What follows belongs to an exercise in optimizing a design on an open flow for small area, a short achievable clock period and few clock cycles per item; a production flow would make more cautious choices.
Only simulation tests tie the RTL to the original design; equivalence was not proved.
No activity file was given, so power comes from the tool's default toggle rates.

==> branch indigo <==
// apu_cluster
module apu_cluster (
   input  logic         clk_i,
   input  logic         rst_i,
   input  logic [3:0]   req_i,
   input  logic [3:0]   type_i,
   input  logic [7:0]   op_i,
   input  logic [127:0] operand_a_i,
   input  logic [127:0] operand_b_i,
   output logic [3:0]   ack_o,
   output logic [3:0]   valid_o,
   output logic [127:0] result_o
);
export LEC_CHECK = 0
export CAP_MARGIN = 20
export CORE_MARGIN = 2
export CORE_UTILIZATION = 40
export CTS_CLUSTER_DIAMETER = 80
export CTS_CLUSTER_SIZE = 20
export PLACE_DENSITY = 0.6
export SETUP_SLACK_MARGIN = 5
export SLEW_MARGIN = 20
export TNS_END_PERCENT = 0
create_clock -name core_clock -period 9.0 [get_ports {clk_i}]
standard.sh (not shown) runs the stock make flow with config.mk's settings and CLKGATE_MAP_FILE= SYNTH_SCRIPT=/design/flow/synth_recipe.tcl, a recipe that flattens the netlist after the stock synthesis.
==> flow/flow/run.sh <==
#!/bin/bash
# Own flow: the standard layout (standard.sh, unchanged synthesis and
# steps), with the port buffers made from sky130_fd_sc_hd__buf_1 instead of
# the delay buffer buffer_ports picks by default. Every input and output
# port still gets its own buffer.
set -euo pipefail
export BUFFER_PORTS_ARGS="-buffer_cell sky130_fd_sc_hd__buf_1"
bash standard.sh > standard_flow.log 2>&1
==> branch violet (differences from branch indigo) <==
--- a/flow/design.v
+++ b/flow/design.v
@@ -43,21 +43,16 @@
 );
    logic        ph_neg_q;    
    logic        ph_div_q;    
    logic        ph_mul_q;    
    logic        ph_fa_q;     
    logic        ph_fin_q;    
    logic        busy;
    logic [4:0]  cnt_q;
-   logic        le16_q;      
-   logic        le28_q;      
-   logic        eq16_q;      
-   logic        eq28_q;      
-   logic        eq31_q;      
    logic        ack_q;
    logic        valid_q;
    logic        dneg_q;      
    logic        ext_q;       
    logic        rem_q;       
    logic        neg_q_q;     
    logic        neg_r_q;     
    logic        uhi_q;       
@@ -106,29 +101,29 @@
       d_suf = d_q;
       for (int s = 1; s < 32; s = s * 2) begin
          d_suf = d_suf | (d_suf >> s);
       end
    end
    assign x16 = {r_q[31:0], q_q[31:16]};
    assign x4  = {r_q[31:0], q_q[31:28]};
    always_comb begin
-      skip16 = ~rneg_q & d_suf[0] & le16_q & ~|x16[47:31];
-      skip4  = ~rneg_q & d_suf[0] & le28_q & ~|x4[35:31];
+      skip16 = ~rneg_q & d_suf[0] & (cnt_q <= 5'd16) & ~|x16[47:31];
+      skip4  = ~rneg_q & d_suf[0] & (cnt_q <= 5'd28) & ~|x4[35:31];
       for (int p = 0; p < 31; p++) begin
          skip16 = skip16 & (~x16[p] | d_suf[p+1]);
          skip4  = skip4  & (~x4[p]  | d_suf[p+1]);
       end
    end
    logic skip;
    logic rneg_nxt;           
    assign skip     = skip16 | skip4;
    assign rneg_nxt = ~skip & sneg;
    logic last_div;
-   assign last_div = skip16 ? eq16_q : skip4 ? eq28_q : eq31_q;
+   assign last_div = skip16 ? (cnt_q == 5'd16) : skip4 ? (cnt_q == 5'd28) : (cnt_q == 5'd31);
    function automatic logic [2:0] booth(input logic b1, input logic b0, input logic bm1);
       booth[2] = b1;
       booth[1] = (b1 & ~b0 & ~bm1) | (~b1 & b0 & bm1);
       booth[0] = b0 ^ bm1;
    endfunction
    logic [9:0]  mq_nxt;
    logic        mqm1_nxt;
    logic [4:0]  mcnt_nxt;    
@@ -298,27 +293,16 @@
       if (!busy) begin
          cnt_q <= '0;
       end else if (ph_mul_q) begin
          cnt_q <= mcnt_nxt;
       end else if (ph_div_q) begin
          cnt_q <= cnt_q + (skip16 ? 5'd16 : skip4 ? 5'd4 : 5'd1);
       end
    end
-   logic [4:0] cmp_s1, cmp_s4, cmp_s16;
-   assign cmp_s1  = {cnt_q <= 5'd15, cnt_q <= 5'd27, cnt_q == 5'd15, cnt_q == 5'd27, cnt_q == 5'd30};
-   assign cmp_s4  = {cnt_q <= 5'd12, cnt_q <= 5'd24, cnt_q == 5'd12, cnt_q == 5'd24, cnt_q == 5'd27};
-   assign cmp_s16 = {cnt_q == 5'd0,  cnt_q <= 5'd12, cnt_q == 5'd0,  cnt_q == 5'd12, cnt_q == 5'd15};
-   always_ff @(posedge clk_i) begin
-      if (ph_div_q) begin
-         {le16_q, le28_q, eq16_q, eq28_q, eq31_q} <= skip16 ? cmp_s16 : skip4 ? cmp_s4 : cmp_s1;
-      end else begin
-         {le16_q, le28_q, eq16_q, eq28_q, eq31_q} <= 5'b11000;
-      end
-   end
    logic [32:0] r_sh8;
    assign r_sh8 = {{8{r_q[32]}}, r_q[32:8]};
    logic mstep;              
    logic mskip;              
    logic r_sum;              
    logic q_sum;              
    assign mstep = ph_mul_q & ~mskip_q;
    assign mskip = ph_mul_q & mskip_q;
==> flow/config.mk (replaced) <==
export PLATFORM = sky130hd
export DESIGN_NAME = apu_cluster
export DESIGN_NICKNAME = apu_cluster
export VERILOG_FILES = /design/flow/design.v
export SDC_FILE = /design/flow/constraint.sdc
export NUM_CORES = 4
export LEC_CHECK = 0
export CAP_MARGIN = 20
export CORE_MARGIN = 2
export CORE_UTILIZATION = 55
export CTS_CLUSTER_DIAMETER = 80
export CTS_CLUSTER_SIZE = 20
export PLACE_DENSITY = 0.7
export SETUP_SLACK_MARGIN = 5
export SLEW_MARGIN = 20
export TNS_END_PERCENT = 0
==> branch fjord (differences from branch indigo) <==
--- a/flow/design.v
+++ b/flow/design.v
@@ -43,21 +43,16 @@
 );
    logic        ph_neg_q;    
    logic        ph_div_q;    
    logic        ph_mul_q;    
    logic        ph_fa_q;     
    logic        ph_fin_q;    
    logic        busy;
    logic [4:0]  cnt_q;
-   logic        le16_q;      
-   logic        le28_q;      
-   logic        eq16_q;      
-   logic        eq28_q;      
-   logic        eq31_q;      
    logic        ack_q;
    logic        valid_q;
    logic        dneg_q;      
    logic        ext_q;       
    logic        rem_q;       
    logic        neg_q_q;     
    logic        neg_r_q;     
    logic        uhi_q;       
@@ -106,29 +101,29 @@
       d_suf = d_q;
       for (int s = 1; s < 32; s = s * 2) begin
          d_suf = d_suf | (d_suf >> s);
       end
    end
    assign x16 = {r_q[31:0], q_q[31:16]};
    assign x4  = {r_q[31:0], q_q[31:28]};
    always_comb begin
-      skip16 = ~rneg_q & d_suf[0] & le16_q & ~|x16[47:31];
-      skip4  = ~rneg_q & d_suf[0] & le28_q & ~|x4[35:31];
+      skip16 = ~rneg_q & d_suf[0] & (cnt_q <= 5'd16) & ~|x16[47:31];
+      skip4  = ~rneg_q & d_suf[0] & (cnt_q <= 5'd28) & ~|x4[35:31];
       for (int p = 0; p < 31; p++) begin
          skip16 = skip16 & (~x16[p] | d_suf[p+1]);
          skip4  = skip4  & (~x4[p]  | d_suf[p+1]);
       end
    end
    logic skip;
    logic rneg_nxt;           
    assign skip     = skip16 | skip4;
    assign rneg_nxt = ~skip & sneg;
    logic last_div;
-   assign last_div = skip16 ? eq16_q : skip4 ? eq28_q : eq31_q;
+   assign last_div = skip16 ? (cnt_q == 5'd16) : skip4 ? (cnt_q == 5'd28) : (cnt_q == 5'd31);
    function automatic logic [2:0] booth(input logic b1, input logic b0, input logic bm1);
       booth[2] = b1;
       booth[1] = (b1 & ~b0 & ~bm1) | (~b1 & b0 & bm1);
       booth[0] = b0 ^ bm1;
    endfunction
    logic [9:0]  mq_nxt;
    logic        mqm1_nxt;
    logic [4:0]  mcnt_nxt;    
@@ -298,27 +293,16 @@
       if (!busy) begin
          cnt_q <= '0;
       end else if (ph_mul_q) begin
          cnt_q <= mcnt_nxt;
       end else if (ph_div_q) begin
          cnt_q <= cnt_q + (skip16 ? 5'd16 : skip4 ? 5'd4 : 5'd1);
       end
    end
-   logic [4:0] cmp_s1, cmp_s4, cmp_s16;
-   assign cmp_s1  = {cnt_q <= 5'd15, cnt_q <= 5'd27, cnt_q == 5'd15, cnt_q == 5'd27, cnt_q == 5'd30};
-   assign cmp_s4  = {cnt_q <= 5'd12, cnt_q <= 5'd24, cnt_q == 5'd12, cnt_q == 5'd24, cnt_q == 5'd27};
-   assign cmp_s16 = {cnt_q == 5'd0,  cnt_q <= 5'd12, cnt_q == 5'd0,  cnt_q == 5'd12, cnt_q == 5'd15};
-   always_ff @(posedge clk_i) begin
-      if (ph_div_q) begin
-         {le16_q, le28_q, eq16_q, eq28_q, eq31_q} <= skip16 ? cmp_s16 : skip4 ? cmp_s4 : cmp_s1;
-      end else begin
-         {le16_q, le28_q, eq16_q, eq28_q, eq31_q} <= 5'b11000;
-      end
-   end
    logic [32:0] r_sh8;
    assign r_sh8 = {{8{r_q[32]}}, r_q[32:8]};
    logic mstep;              
    logic mskip;              
    logic r_sum;              
    logic q_sum;              
    assign mstep = ph_mul_q & ~mskip_q;
    assign mskip = ph_mul_q & mskip_q;
==> flow/config.mk (replaced) <==
export PLATFORM = sky130hd
export DESIGN_NAME = apu_cluster
export DESIGN_NICKNAME = apu_cluster
export VERILOG_FILES = /design/flow/design.v
export SDC_FILE = /design/flow/constraint.sdc
export NUM_CORES = 4
export LEC_CHECK = 0
export CAP_MARGIN = 20
export CORE_MARGIN = 2
export CORE_UTILIZATION = 40
export PLACE_DENSITY = 0.6
export SETUP_SLACK_MARGIN = 5
export SLEW_MARGIN = 20
export TNS_END_PERCENT = 0
==> qor summary <==
Result of the run: branch indigo complete, no violations; branch violet complete, no violations; branch fjord complete, no violations
Clk power: branch indigo 2.39 mW; branch violet 1.92 mW; branch fjord 2.69 mW
Fraction of final layout cells with drive strength greater than 1: branch indigo 12.0%; branch violet 10.6%; branch fjord 11.1%
Met2 Use GR: branch indigo 49.0%; branch violet 63.0%; branch fjord 50.3%
Die Width: branch indigo 339 um; branch violet 283 um; branch fjord 332 um
Vias per std cell: branch indigo 6.79; branch violet 7.32; branch fjord 6.82
Clock network fraction of design power: branch indigo 12.8%; branch violet 11.2%; branch fjord 15.2%
Postcts setup bufs: branch indigo 28; branch violet 21; branch fjord 18
Cell area power density: branch indigo 370 nW/um2; branch violet 362 nW/um2; branch fjord 367 nW/um2
Peak per-stage delay on the critical path: branch indigo 0.65 ns; branch violet 0.80 ns; branch fjord 0.88 ns
Pin count of the biggest net entering global routing: branch indigo 84; branch violet 83; branch fjord 66
Post-route cell area: branch indigo 50200 um2; branch violet 47100 um2; branch fjord 48300 um2
Fin crit period: branch indigo 4.16 ns; branch violet 4.29 ns; branch fjord 4.34 ns
Testbench counts of branch indigo, summed over its fixed seeds: cycles 10,736, jobs 3,072.
Testbench counts of branch violet, summed over its fixed seeds: cycles 10,736, jobs 3,072.
Testbench counts of branch fjord, summed over its fixed seeds: cycles 10,736, jobs 3,072.

separate check: timing with driven ports:
Ports are ideal in the flow. The routed layouts listed here were re-timed in OpenROAD. Step 1: set_driving_cell puts a clkbuf_16 on clk_i and a buf_2 on each other input, an assumption about the parent block. Step 2 also shifts input and output timing later by t, the mid clock arrival at the registers, as if the neighbouring blocks saw the same clock. Three values: no drivers, after step 1, after step 2; two values: the first two.
| run | t (ns) | slack for setup (ns) | worst register clock-pin slew, ns |
|---|---|---|---|
| branch indigo | 0.732 | 4.843 / 4.843 / 4.430 | 0.10 / 0.10 |
| branch violet | 0.667 | 4.705 / 4.705 / 4.705 | 0.10 / 0.10 |
| branch fjord | 0.704 | 4.661 / 4.661 / 4.661 | 0.06 / 0.06 |
After both steps setup and hold are still met in every run listed. For branch indigo, which loses most, drivers alone change the setup slack by 0.000 ns; drivers and shift together by -0.413 ns.
